This is an optimization exercise on Yosys and OpenROAD, whose aim is small area, a short achievable clock period and few clock cycles per item, not a production implementation.
Only simulation tests tie the RTL to the original design; equivalence was not proved.
The clock port is modelled as an ideal driver, which makes a skipped or thinned clock tree look cheaper than it is; a real chip needs a root buffer or a tree.
Power is estimated from default activity; no workload was simulated.

wip/yarrow:
// mem_write_buffer
module mem_write_buffer #(
  parameter int DEPTH       = 4,
  parameter int ADDR_WIDTH  = 32,
  parameter int BLOCK_BITS  = 128,
  parameter int OFFSET_BITS = 4
) (
  input  logic                    clk,
  input  logic                    rst,
  input  logic                    mem_req,
  input  logic                    mem_rw,
  input  logic [ADDR_WIDTH-1:0]   mem_addr,
  input  logic [BLOCK_BITS-1:0]   mem_wdata,
  output logic                    mem_ready,
  output logic                    mem_resp,
  output logic [BLOCK_BITS-1:0]   mem_rdata,
  output logic                    mm_req,
  output logic                    mm_rw,
  output logic [ADDR_WIDTH-1:0]   mm_addr,
  output logic [BLOCK_BITS-1:0]   mm_wdata,
  input  logic                    mm_ready,
  input  logic                    mm_resp,
  input  logic [BLOCK_BITS-1:0]   mm_rdata,
  output logic [$clog2(DEPTH):0]  wb_count
);
export LEC_CHECK = 0
export ABC_AREA = 1
export CAP_MARGIN = 20
export CORE_AREA = 5 5 145 145
export DIE_AREA = 0 0 150 150
export PLACE_DENSITY = 0.8
export SETUP_SLACK_MARGIN = 3.95
export SLEW_MARGIN = 20
create_clock -name core_clock -period 6.0 [get_ports {clk}]
standard.sh (not shown) runs the stock make flow with config.mk's settings and CLKGATE_MAP_FILE= SYNTH_SCRIPT=/design/flow/synth_recipe.tcl, a recipe that flattens the netlist after the stock synthesis.
==> flow/flow/run.sh <==
#!/bin/bash
# The standard layout, with:
# - the smallest buffer on every input and output port;
# - the pins one routing track apart, and the pins of each data bit
#   (mem_wdata, mm_rdata, mem_rdata, mm_wdata) and of each address bit
#   (mem_addr, mm_addr) placed next to each other;
# - port buffers kept at the smallest size by timing repair (flow/pre_cts.tcl,
#   released again by flow/final_pre.tcl before the final power connection);
# - a two-level clock tree (flow/clock_tree.tcl, run after the CTS step's own
#   tree and replacing it): the clock port drives four buffers, each driving
#   two buffers that each drive one group of nearby flip-flops.
set -euo pipefail
groups=""
for i in $(seq 0 127); do
  groups+=" -group_pins {mem_wdata[$i] mm_rdata[$i] mem_rdata[$i] mm_wdata[$i]}"
done
for i in $(seq 4 31); do
  groups+=" -group_pins {mem_addr[$i] mm_addr[$i]}"
done
bash standard.sh finish \
  "BUFFER_PORTS_ARGS=-buffer_cell sky130_fd_sc_hd__buf_1" \
  "PLACE_PINS_ARGS=-min_distance 1 -min_distance_in_tracks$groups" \
  "CTS_ARGS=-sink_clustering_enable -repair_clock_nets -apply_ndr none" \
  "PRE_CTS_TCL=$(pwd)/flow/pre_cts.tcl" \
  "POST_CTS_TCL=$(pwd)/flow/clock_tree.tcl" \
  "PRE_FINAL_REPORT_TCL=$(pwd)/flow/final_pre.tcl" \
  > flow_make.log 2>&1
==> flow/flow/clock_tree.tcl <==
# Clock tree of this design, built in place of the one clock_tree_synthesis
# made: the clock port drives four buf_12, each of which drives three
# buf_8, each of which drives the clock pins of one group of nearby
# flip-flops. Every flip-flop is two buffers from the clock port, so all clock
# pins see about the same delay.
set ct_block [ord::get_db_block]
set ct_db [ord::get_db]
set ct_port_net [[$ct_block findBTerm clk] getNet]
set ct_ntop 4
set ct_nleaf 12
set ct_top_master [$ct_db findMaster sky130_fd_sc_hd__buf_12]
set ct_leaf_master [$ct_db findMaster sky130_fd_sc_hd__buf_8]

# Walk the existing clock network from the port: flip-flop clock pins are the
# sinks; every other cell on it is a clock buffer or inverter to take out.
set ct_sinks {}
set ct_old_insts {}
set ct_old_nets {}
set ct_todo [list $ct_port_net]
while {[llength $ct_todo]} {
  set net [lindex $ct_todo 0]
  set ct_todo [lrange $ct_todo 1 end]
  foreach it [$net getITerms] {
    if {![$it isInputSignal] && [$it getIoType] ne "INPUT"} { continue }
    set inst [$it getInst]
    set mname [[$inst getMaster] getName]
    if {[[$it getMTerm] getName] eq "CLK"} {
      lappend ct_sinks $it
    } else {
      lappend ct_old_insts $inst
      foreach ot [$inst getITerms] {
        if {[$ot getIoType] eq "OUTPUT" && [$ot getNet] ne "NULL"} {
          lappend ct_old_nets [$ot getNet]
          lappend ct_todo [$ot getNet]
        }
      }
    }
  }
}
puts "clock_tree: [llength $ct_sinks] sinks, removing [llength $ct_old_insts] cells"

foreach it $ct_sinks { $it disconnect }
foreach inst $ct_old_insts { odb::dbInst_destroy $inst }
foreach net $ct_old_nets { odb::dbNet_destroy $net }

# Flip-flop positions (centre of each cell).
set ct_pts {}
foreach it $ct_sinks {
  set box [[$it getInst] getBBox]
  lappend ct_pts [list [expr {([$box xMin] + [$box xMax]) / 2.0}] [expr {([$box yMin] + [$box yMax]) / 2.0}]]
}
set die [$ct_block getDieArea]
set cx [expr {([$die xMin] + [$die xMax]) / 2.0}]
set cy [expr {([$die yMin] + [$die yMax]) / 2.0}]

# Split points (a list of {x y}) into n groups: contiguous arcs of equal size
# by angle around the die's centre, then a few k-means rounds. Returns the
# group of each point and the groups' centres.
proc ct_group {pts n cx cy} {
  set idx {}
  set i 0
  foreach p $pts {
    lappend idx [list $i [expr {atan2([lindex $p 1] - $cy, [lindex $p 0] - $cx)}]]
    incr i
  }
  set idx [lsort -real -index 1 $idx]
  set m [llength $pts]
  set assign [lrepeat $m 0]
  set r 0
  foreach e $idx {
    lset assign [lindex $e 0] [expr {$r * $n / $m}]
    incr r
  }
  for {set iter 0} {$iter <= 20} {incr iter} {
    set cents {}
    for {set k 0} {$k < $n} {incr k} {
      set sx 0.0; set sy 0.0; set c 0
      foreach p $pts a $assign {
        if {$a == $k} { set sx [expr {$sx + [lindex $p 0]}]; set sy [expr {$sy + [lindex $p 1]}]; incr c }
      }
      if {$c} { lappend cents [list [expr {$sx / $c}] [expr {$sy / $c}]] } else { lappend cents [list $cx $cy] }
    }
    if {$iter == 20} { break }
    set assign {}
    foreach p $pts {
      set best 0; set bd 1e30
      for {set k 0} {$k < $n} {incr k} {
        set c [lindex $cents $k]
        set d [expr {abs([lindex $p 0] - [lindex $c 0]) + abs([lindex $p 1] - [lindex $c 1])}]
        if {$d < $bd} { set bd $d; set best $k }
      }
      lappend assign $best
    }
  }
  return [list $assign $cents]
}

proc ct_buffer {block master name in_net out_net pos} {
  set inst [odb::dbInst_create $block $master $name]
  [$inst findITerm A] connect $in_net
  [$inst findITerm X] connect $out_net
  $inst setLocation [expr {int([lindex $pos 0])}] [expr {int([lindex $pos 1])}]
  $inst setPlacementStatus PLACED
  return $inst
}

# Leaf buffers, each driving one group of nearby flip-flops.
lassign [ct_group $ct_pts $ct_nleaf $cx $cy] leaf_of leaf_pos
set leaf_nets {}
for {set k 0} {$k < $ct_nleaf} {incr k} {
  set net [odb::dbNet_create $ct_block "clknet_leaf_$k"]
  $net setSigType CLOCK
  lappend leaf_nets $net
  set m 0
  foreach it $ct_sinks a $leaf_of {
    if {$a == $k} { $it connect $net; incr m }
  }
  puts "clock_tree: leaf $k: $m sinks"
}
# Top buffers, driven by the clock port, each driving a group of leaves.
lassign [ct_group $leaf_pos $ct_ntop $cx $cy] top_of top_pos
for {set t 0} {$t < $ct_ntop} {incr t} {
  set net [odb::dbNet_create $ct_block "clknet_top_$t"]
  $net setSigType CLOCK
  ct_buffer $ct_block $ct_top_master "clkbuf_top_$t" $ct_port_net $net [lindex $top_pos $t]
  for {set k 0} {$k < $ct_nleaf} {incr k} {
    if {[lindex $top_of $k] == $t} {
      ct_buffer $ct_block $ct_leaf_master "clkbuf_leaf_$k" $net [lindex $leaf_nets $k] [lindex $leaf_pos $k]
    }
  }
}
$ct_port_net setSigType CLOCK

# Legalize the new buffers, then repair timing on the new tree as the CTS step
# does on its own.
set_propagated_clock [all_clocks]
detailed_placement
estimate_parasitics -placement
repair_timing_helper
detailed_placement
check_placement -verbose
Other scripts of this flow, unchanged in this note and not shown: flow/flow/final_pre.tcl, flow/flow/pre_cts.tcl
wip/yarrow: it failed with a tool error in I/O pin placement (3_2_place_iop), so there are no final results.
Testbench counts of wip/yarrow, summed over its fixed seeds: cycles 251,719, items 48,000.
> inputs changed (wip/yarrow -> wip/delta)
-- flow/config.mk --
<<< wip/yarrow, line 10
export CORE_AREA = 5 5 145 145
export DIE_AREA = 0 0 150 150
export PLACE_DENSITY = 0.8
export SETUP_SLACK_MARGIN = 3.95
export SLEW_MARGIN = 20
>>> wip/delta, line 10
export CORE_AREA = 5 5 145 145
export DIE_AREA = 0 0 150 150
export SETUP_SLACK_MARGIN = 4.05
export SLEW_MARGIN = 20
Results
- As far as synthesis-stage register bit count goes, wip/yarrow and wip/delta are indistinguishable; the numbers are identical.
- Re number of rows in the core area: no difference whatsoever between wip/delta and wip/yarrow.
- Area fraction in and, or, nand and nor cells after synthesis: wip/delta vs wip/yarrow identical
- wip/delta: flow completed, timing, DRC and antenna clean
- Synthesized netlist cell count of wip/yarrow is on par with wip/delta.
- Per the comparison of wip/delta with wip/yarrow, mean area per synthesized cell barely changed, mapped cell area barely changed, count of cell types in the netlist barely changed, share of synthesized flip-flops with an asynchronous set or reset barely changed, initial cell density of the core barely changed.
- Between wip/delta and wip/yarrow, the number of flops mapped to enable cells by yosys does not differ in any meaningful way.
- Comparing wip/delta against wip/yarrow, there is no change at all in sequential share of the synthesized area.
The following lists how wip/sierra was set up differently from wip/delta:
-- flow/config.mk --
<<< wip/delta, line 8
export ABC_AREA = 1
export CAP_MARGIN = 20
export CORE_AREA = 5 5 145 145
export DIE_AREA = 0 0 150 150
export SETUP_SLACK_MARGIN = 4.05
export SLEW_MARGIN = 20
>>> wip/sierra, line 8
export ABC_AREA = 1
export CAP_MARGIN = 20
export CORE_AREA = 2.5 2.5 143.5 143.5
export DIE_AREA = 0 0 146 146
export SETUP_SLACK_MARGIN = 3.95
export SLEW_MARGIN = 20
[summary]
Post-layout instance area essentially unchanged between wip/sierra and wip/delta. Compare wip/delta and wip/sierra | setup slack lower: wip/sierra. Higher cell count of the worst reg-to-reg path was reported by wip/sierra, not wip/delta. From wip/delta to wip/sierra the numbers moved as follows: share of power burned in registers picked up an extra 0.4 points, utilization after layout lost 0.21 points. wip/sierra — detailed-routing wirelength on met1 about 3% lower, wip/delta as reference. Summary of wip/sierra over wip/delta: critical path's largest stage delay about even, final instance count without filler cells level, weighted congestion reported at the end of routability-driven placement increased 0.88%.
For wip/pepper, these inputs were changed with respect to wip/sierra:
-- flow/flow/clock_tree.tcl --
<<< wip/sierra, line 1
# Clock tree of this design, built in place of the one clock_tree_synthesis
# made: the clock port drives four buf_12, each of which drives three
# buf_8, each of which drives the clock pins of one group of nearby
# flip-flops. Every flip-flop is two buffers from the clock port, so all clock
# pins see about the same delay.
>>> wip/pepper, line 1
# Clock tree of this design, built in place of the one clock_tree_synthesis
# made: the clock port drives four buf_12, each of which drives three
# buf_6, each of which drives the clock pins of one group of nearby
# flip-flops. Every flip-flop is two buffers from the clock port, so all clock
# pins see about the same delay.
<<< wip/sierra, line 10
set ct_nleaf 12
set ct_top_master [$ct_db findMaster sky130_fd_sc_hd__buf_12]
set ct_leaf_master [$ct_db findMaster sky130_fd_sc_hd__buf_8]

# Walk the existing clock network from the port: flip-flop clock pins are the
>>> wip/pepper, line 10
set ct_nleaf 12
set ct_top_master [$ct_db findMaster sky130_fd_sc_hd__buf_12]
set ct_leaf_master [$ct_db findMaster sky130_fd_sc_hd__buf_6]

# Walk the existing clock network from the port: flip-flop clock pins are the
-- flow/config.mk --
<<< wip/sierra, line 8
export ABC_AREA = 1
export CAP_MARGIN = 20
export CORE_AREA = 2.5 2.5 143.5 143.5
export DIE_AREA = 0 0 146 146
export SETUP_SLACK_MARGIN = 3.95
export SLEW_MARGIN = 20
>>> wip/pepper, line 8
export ABC_AREA = 1
export CAP_MARGIN = 20
export CORE_AREA = 5 5 145 145
export DIE_AREA = 0 0 150 150
export SETUP_SLACK_MARGIN = 3.95
export SLEW_MARGIN = 20
Findings:
- Placer's final routability congestion estimate came out lower on wip/pepper than on wip/sierra.
- The via count reported for wip/pepper is lower than the one for wip/sierra.
- From wip/sierra to wip/pepper the numbers moved as follows: reported net switching power held steady, width of the die now larger.
In wip/delta, wip/sierra and wip/pepper the design's own scripts or RTL, not TritonCTS, make the clock network.

[what the ideal ports hide]
The results above use ideal ports. As a check the final layouts listed here were re-extracted and re-timed, cells and wires unchanged. Step 1 (the two cells are an assumption about what drives the block):
set clk [get_ports {clk}]
set_driving_cell -lib_cell sky130_fd_sc_hd__clkbuf_16 $clk
set_driving_cell -lib_cell sky130_fd_sc_hd__buf_2 [delete_from_list [all_inputs] $clk]
Step 2 times the ports against the registers' clock, not the clock port: input delays grow and output delays shrink by t, the midpoint of the rising clock arrivals with the driver on. Three values: no drivers, after step 1, after step 2; two values: the first two.
| run | shift t [ns] | setup WS [ns] | worst hold slack (ns) | latest minus earliest clock arrival (ns) |
|---|---|---|---|---|
| wip/delta | 0.312 | 4.023 / 3.933 / 3.972 | 0.461 / 0.461 / 0.461 | 0.034 / 0.034 |
| wip/sierra | 0.323 | 3.999 / 3.903 / 3.946 | 0.464 / 0.464 / 0.464 | 0.023 / 0.022 |
| wip/pepper | 0.316 | 4.014 / 3.923 / 3.977 | 0.463 / 0.463 / 0.463 | 0.039 / 0.039 |
After both steps setup and hold are still met in every run listed. For wip/sierra, which loses most, drivers alone change the setup slack by -0.096 ns; drivers and shift together by -0.053 ns.
